What follows belongs to an exercise in optimizing a design on an open flow for small area, a short achievable clock period and few clock cycles; a production flow would make more cautious choices.

==> run a <==
==> flow/design.v <==
package smePkg;
    typedef logic [8-1:0] smeChar;
    typedef logic [5-1:0] smeIndex;
    typedef struct packed {
        smeChar [8-1:0] chars;
        smeChar prevChar;
        smeChar endChar;
        logic atStart;
        logic atEnd;
    } smeWindow;
    typedef struct packed {
        smeChar [8-1:0] core;
        logic [3:0] coreLen;
        logic anchorStart;
        logic anchorEnd;
    } smePattern;
    typedef enum logic [1:0] {
        loadString,
        loadPattern,
        scan,
        result
    } smeState;
endpackage
`timescale 1ns/10ps
module smeTop
(
    input  logic       clk,
    input  logic       reset,
    input  logic [7:0] charData,
    input  logic       isString,
    input  logic       isPattern,
    output logic       valid,
    output logic       match,
    output logic [4:0] matchIndex
);
    localparam int S = 32;
    function automatic logic geConst(input logic [4:0] a, input int b);
        logic r;
        r = 1'b1;
        for (int k = 0; k < 5; k++)
        begin
            if (b[k])
                r = a[k] & r;
            else
                r = a[k] | r;
        end
        geConst = r;
    endfunction
    function automatic logic [4:0] sub5(input logic [4:0] a, input logic [4:0] b);
        logic borrow;
        borrow = 1'b0;
        for (int k = 0; k < 5; k++)
        begin
            sub5[k] = a[k] ^ b[k] ^ borrow;
            borrow = (~a[k] & b[k]) | (~(a[k] ^ b[k]) & borrow);
        end
    endfunction
    function automatic logic [4:0] inc5(input logic [4:0] a);
        logic carry;
        carry = 1'b1;
        for (int k = 0; k < 5; k++)
        begin
            inc5[k] = a[k] ^ carry;
            carry = a[k] & carry;
        end
    endfunction
    function automatic logic [5:0] highest(input logic [S-1:0] v);
        logic [5:0] n1 [16];
        logic [5:0] n2 [8];
        logic [5:0] n3 [4];
        logic [5:0] n4 [2];
        for (int a = 0; a < 16; a++)
            n1[a] = v[2*a+1] ? {1'b1, 4'd0, 1'b1} : {v[2*a], 5'd0};
        for (int a = 0; a < 8; a++)
            n2[a] = n1[2*a+1][5] ? {1'b1, 3'd0, 1'b1, n1[2*a+1][0]} : {n1[2*a][5], 3'd0, 1'b0, n1[2*a][0]};
        for (int a = 0; a < 4; a++)
            n3[a] = n2[2*a+1][5] ? {1'b1, 2'd0, 1'b1, n2[2*a+1][1:0]} : {n2[2*a][5], 2'd0, 1'b0, n2[2*a][1:0]};
        for (int a = 0; a < 2; a++)
            n4[a] = n3[2*a+1][5] ? {1'b1, 1'd0, 1'b1, n3[2*a+1][2:0]} : {n3[2*a][5], 1'd0, 1'b0, n3[2*a][2:0]};
        highest = n4[1][5] ? {1'b1, 1'b1, n4[1][3:0]} : {n4[0][5], 1'b0, n4[0][3:0]};
    endfunction
    logic [7:0] ring [S];
    logic [S-1:0] cand;
    logic isStringQ;
    logic isPatternQ;
    logic [4:0] sPos;
    logic [4:0] ePos;
    logic [4:0] kPos;
    logic caretQ;        
    logic dollarQ;       
    always_ff @(posedge clk)
    begin
        ring[0] <= isString ? charData : ring[S-1];
        for (int p = 1; p < S; p++)
        begin
            ring[p] <= ring[p-1];
        end
    end
    always_ff @(posedge clk)
    begin
        sPos <= (isString && !isStringQ) ? 5'd0 : inc5(sPos);
        ePos <= isString ? 5'd0 : inc5(ePos);
    end
    logic [S-1:0] sLe;
    logic [S-1:0] eGe;
    logic [S-1:0] kLe;
    logic [S-1:0] isS0;
    logic [S-1:0] isSN;
    logic [S-1:0] inStr;
    logic noWrap;
    assign noWrap = sLe[ePos];
    always_comb
    begin
        for (int q = 0; q < S; q++)
        begin
            sLe[q] = geConst(sPos, q);
            eGe[q] = (q == S-1) ? 1'b1 : !geConst(ePos, q + 1);
            kLe[q] = geConst(kPos, q);
        end
        for (int q = 0; q < S; q++)
        begin
            isS0[q] = (q == S-1) ? sLe[q] : (sLe[q] && !sLe[q+1]);
            isSN[q] = (q == S-1) ? eGe[0] : (eGe[q+1] && !eGe[q]);
            inStr[q] = noWrap ? (eGe[q] && sLe[q]) : (eGe[q] || sLe[q]);
        end
    end
    logic isDot;
    logic isCaret;
    logic isDollar;
    logic [S-1:0] eqm;
    logic [S-1:0] sp;
    logic [S-1:0] dl;
    assign isDot = (charData == 8'h2e);
    assign isCaret = (charData == 8'h5e);
    assign isDollar = (charData == 8'h24);
    always_comb
    begin
        for (int q = 0; q < S; q++)
        begin
            eqm[q] = isDot || (ring[q] == charData);
            sp[q] = (ring[q] == 8'h20);
            dl[q] = (ring[q] == 8'h24);
        end
    end
    logic [S-1:0] base;
    logic [S-1:0] startOk;
    always_comb
    begin
        for (int q = 0; q < S; q++)
        begin
            startOk[q] = (sp[q] || isS0[(q+S-1)%S]) && inStr[(q+S-1)%S];
            base[q] = cand[q] && (!dollarQ || (dl[(q+1)%S] && !isSN[(q+1)%S]));
        end
    end
    always_ff @(posedge clk)
    begin
        if (!isPatternQ)
        begin
            cand <= isCaret ? startOk : (eqm & inStr);
            caretQ <= isCaret;
            dollarQ <= 1'b0;
        end
        else if (caretQ)
        begin
            cand <= cand & eqm;
            caretQ <= 1'b0;
            dollarQ <= 1'b0;
        end
        else
        begin
            cand <= isDollar ? base : (base & eqm & ~isSN);
            caretQ <= 1'b0;
            dollarQ <= isDollar;
        end
        if (isPattern && !isPatternQ)
        begin
            kPos <= isCaret ? inc5(sPos) : sPos;
        end
    end
    logic [S-1:0] fin;
    logic [S-1:0] fin1;
    logic [S-1:0] fin2;
    logic [S-1:0] atEnd;
    always_comb
    begin
        for (int q = 0; q < S; q++)
        begin
            fin[q] = cand[q] && (!dollarQ || sp[(q+1)%S]);
            fin1[q] = fin[q] && kLe[q];
            fin2[q] = fin[q] && !kLe[q];
            atEnd[q] = cand[q] && isSN[(q+1)%S];
        end
    end
    logic [5:0] h1;
    logic [5:0] h2;
    logic [4:0] idx1;
    logic [4:0] idx2;
    logic [4:0] idxEnd;
    logic hitEnd;
    assign h1 = highest(fin1);
    assign h2 = highest(fin2);
    assign idx1 = sub5(kPos, h1[4:0]);
    assign idx2 = sub5(kPos, h2[4:0]);
    assign idxEnd = sub5(kPos, sub5(ePos, 5'd2));
    assign hitEnd = dollarQ && (|atEnd);
    always_ff @(posedge clk or posedge reset)
    begin
        if (reset)
        begin
            isStringQ <= 1'b0;
            isPatternQ <= 1'b0;
            valid <= 1'b0;
        end
        else
        begin
            isStringQ <= isString;
            isPatternQ <= isPattern;
            valid <= isPatternQ && !isPattern;
        end
    end
    always_ff @(posedge clk)
    begin
        match <= h1[5] || h2[5] || hitEnd;
        matchIndex <= h1[5] ? idx1 : h2[5] ? idx2 : hitEnd ? idxEnd : 5'd0;
    end
endmodule
==> flow/run.sh <==
#!/bin/bash
# synth_recipe.tcl (not shown) runs the flow's synth.tcl, then flattens the netlist and writes it again
# the make line also repeats each setting of config.mk as NAME=value (left out here)
make -C /OpenROAD-flow-scripts/flow DESIGN_CONFIG=/design/flow/config.mk WORK_HOME=/design/flow/orfs CLKGATE_MAP_FILE= SYNTH_SCRIPT=/design/flow/synth_recipe.tcl finish
==> flow/config.mk <==
export PLATFORM = sky130hd
export DESIGN_NAME = smeTop
export DESIGN_NICKNAME = smeTop
export VERILOG_FILES = /design/flow/design.v
export SDC_FILE = /design/flow/constraint.sdc
export NUM_CORES = 4
export LEC_CHECK = 0
export ABC_CLOCK_PERIOD_IN_PS = 2000
export CAP_MARGIN = 20
export CORE_MARGIN = 2
export CORE_UTILIZATION = 40
export SETUP_SLACK_MARGIN = 4.6
export SLEW_MARGIN = 20
==> flow/constraint.sdc <==
create_clock -name core_clock -period 7.0 [get_ports {clk}]
set_input_delay 1.4000 -clock core_clock [delete_from_list [all_inputs] [get_ports {clk}]]
set_output_delay 1.4000 -clock core_clock [all_outputs]
set_load 0.01 [all_outputs]
==> inputs of run b, as changes to run a <==
==> flow/design.v, changed modules only <==
module smeTop
(
    input  logic       clk,
    input  logic       reset,
    input  logic [7:0] charData,
    input  logic       isString,
    input  logic       isPattern,
    output logic       valid,
    output logic       match,
    output logic [4:0] matchIndex
);
    localparam int S = 32;
    logic [7:0] ring [S];
    logic [S-1:0] cand;
    logic isStringQ;
    logic isPatternQ;
    logic [4:0] sPos;
    logic [4:0] ePos;
    logic [4:0] kPos;
    logic caretQ;        
    logic dollarQ;       
    always_ff @(posedge clk)
    begin
        ring[0] <= isString ? charData : ring[S-1];
        for (int p = 1; p < S; p++)
        begin
            ring[p] <= ring[p-1];
        end
    end
    always_ff @(posedge clk)
    begin
        sPos <= (isString && !isStringQ) ? 5'd0 : sPos + 5'd1;
        ePos <= isString ? 5'd0 : ePos + 5'd1;
    end
    logic [S-1:0] sLe;
    logic [S-1:0] eGe;
    logic [S-1:0] kLe;
    logic [S-1:0] isS0;
    logic [S-1:0] isSN;
    logic [S-1:0] inStr;
    logic noWrap;
    assign noWrap = (ePos <= sPos);
    always_comb
    begin
        for (int q = 0; q < S; q++)
        begin
            sLe[q] = (5'(q) <= sPos);
            eGe[q] = (5'(q) >= ePos);
            kLe[q] = (5'(q) <= kPos);
        end
        for (int q = 0; q < S; q++)
        begin
            isS0[q] = (q == S-1) ? sLe[q] : (sLe[q] && !sLe[q+1]);
            isSN[q] = (q == S-1) ? eGe[0] : (eGe[q+1] && !eGe[q]);
            inStr[q] = noWrap ? (eGe[q] && sLe[q]) : (eGe[q] || sLe[q]);
        end
    end
    logic isDot;
    logic isCaret;
    logic isDollar;
    logic [S-1:0] eqm;
    logic [S-1:0] sp;
    logic [S-1:0] dl;
    assign isDot = (charData == 8'h2e);
    assign isCaret = (charData == 8'h5e);
    assign isDollar = (charData == 8'h24);
    always_comb
    begin
        for (int q = 0; q < S; q++)
        begin
            eqm[q] = isDot || (ring[q] == charData);
            sp[q] = (ring[q] == 8'h20);
            dl[q] = (ring[q] == 8'h24);
        end
    end
    logic [S-1:0] base;
    logic [S-1:0] startOk;
    always_comb
    begin
        for (int q = 0; q < S; q++)
        begin
            startOk[q] = (sp[q] || isS0[(q+S-1)%S]) && inStr[(q+S-1)%S];
            base[q] = cand[q] && (!dollarQ || (dl[(q+1)%S] && !isSN[(q+1)%S]));
        end
    end
    always_ff @(posedge clk)
    begin
        if (!isPatternQ)
        begin
            cand <= isCaret ? startOk : (eqm & inStr);
            caretQ <= isCaret;
            dollarQ <= 1'b0;
        end
        else if (caretQ)
        begin
            cand <= cand & eqm;
            caretQ <= 1'b0;
            dollarQ <= 1'b0;
        end
        else
        begin
            cand <= isDollar ? base : (base & eqm & ~isSN);
            caretQ <= 1'b0;
            dollarQ <= isDollar;
        end
        if (isPattern && !isPatternQ)
        begin
            kPos <= isCaret ? sPos + 5'd1 : sPos;
        end
    end
    logic [S-1:0] fin;
    logic [S-1:0] fin1;
    logic [S-1:0] fin2;
    always_comb
    begin
        for (int q = 0; q < S; q++)
        begin
            fin[q] = cand[q] && (!dollarQ || sp[(q+1)%S] || isSN[(q+1)%S]);
            fin1[q] = fin[q] && kLe[q];
            fin2[q] = fin[q] && !kLe[q];
        end
    end
    function automatic logic [5:0] highest(input logic [S-1:0] v);
        logic [5:0] n1 [16];
        logic [5:0] n2 [8];
        logic [5:0] n3 [4];
        logic [5:0] n4 [2];
        for (int a = 0; a < 16; a++)
            n1[a] = v[2*a+1] ? {1'b1, 4'd0, 1'b1} : {v[2*a], 5'd0};
        for (int a = 0; a < 8; a++)
            n2[a] = n1[2*a+1][5] ? {1'b1, 3'd0, 1'b1, n1[2*a+1][0]} : {n1[2*a][5], 3'd0, 1'b0, n1[2*a][0]};
        for (int a = 0; a < 4; a++)
            n3[a] = n2[2*a+1][5] ? {1'b1, 2'd0, 1'b1, n2[2*a+1][1:0]} : {n2[2*a][5], 2'd0, 1'b0, n2[2*a][1:0]};
        for (int a = 0; a < 2; a++)
            n4[a] = n3[2*a+1][5] ? {1'b1, 1'd0, 1'b1, n3[2*a+1][2:0]} : {n3[2*a][5], 1'd0, 1'b0, n3[2*a][2:0]};
        highest = n4[1][5] ? {1'b1, 1'b1, n4[1][3:0]} : {n4[0][5], 1'b0, n4[0][3:0]};
    endfunction
    logic [5:0] h1;
    logic [5:0] h2;
    logic [4:0] idx1;
    logic [4:0] idx2;
    logic found;
    assign h1 = highest(fin1);
    assign h2 = highest(fin2);
    assign idx1 = kPos - h1[4:0];
    assign idx2 = kPos - h2[4:0];
    assign found = |fin;
    always_ff @(posedge clk or posedge reset)
    begin
        if (reset)
        begin
            isStringQ <= 1'b0;
            isPatternQ <= 1'b0;
            valid <= 1'b0;
        end
        else
        begin
            isStringQ <= isString;
            isPatternQ <= isPattern;
            valid <= isPatternQ && !isPattern;
        end
    end
    always_ff @(posedge clk)
    begin
        match <= found;
        matchIndex <= !found ? 5'd0 : h1[5] ? idx1 : idx2;
    end
endmodule
ABC_CLOCK_PERIOD_IN_PS = 3000   (was 2000)
SETUP_SLACK_MARGIN = 4.0   (was 4.6)
==> comparison <==
Run a produced a clean layout. Run b went through all stages and came out clean. Maximum frequency: run a is smaller than run b (about 0.28%). Between run a and run b, the lower final area is in run b (gap about 12%, measured against run b). Of run a and run b, run b has the higher clock skew (gap 0.0053 ns). Against run a, the core utilization of run b is lower by 3.7 points.
==> figures <==
| quantity | run b | run a |
|---|---|---|
| Outcome | complete, no violations | complete, no violations |
| Count of different cell masters after synthesis | 97 | 104 |
| Met1 track utilization from global routing | 0.4054 | 0.3903 |
| Net count of the finished layout | 1,906 | 2,015 |
| Drt pass-1 iters | 6 | 8 |
| Total of cells resized after clock tree synthesis | 151 | 294 |
| Register-to-register setup slack | 2.81 ns | 2.79 ns |
| Part of the cycle the worst path needs | 0.5993 | 0.6010 |
| Fraction of area in multi-input gates | 0.5045 | 0.5066 |
| Reg-to-reg critical path endpoint | matchIndex[4] | matchIndex[4] |
No run of this note included a check of the RTL's function; only the layout flow was run.

[re-timing with driven ports]
The results above use ideal ports. As a check the final layouts listed here were re-extracted and re-timed, cells and wires unchanged. Step 1, drivers: a clkbuf_16 drives clk and a buf_2 each remaining input, both assumed. Step 2 times the ports against the registers' clock, not the clock port: input delays grow and output delays shrink by t, the midpoint of the rising clock arrivals with the driver on. a / b / c = no drivers / after step 1 / after step 2; a / b = the first two.
| run | t, ns | setup WS [ns] | latest minus earliest clock arrival (ns) |
|---|---|---|---|
| run a | 0.595 | 2.793 / 2.793 / 2.793 | 0.015 / 0.014 |
| run b | 0.590 | 2.805 / 2.805 / 2.805 | 0.023 / 0.024 |
After both steps every run listed still meets setup and hold.
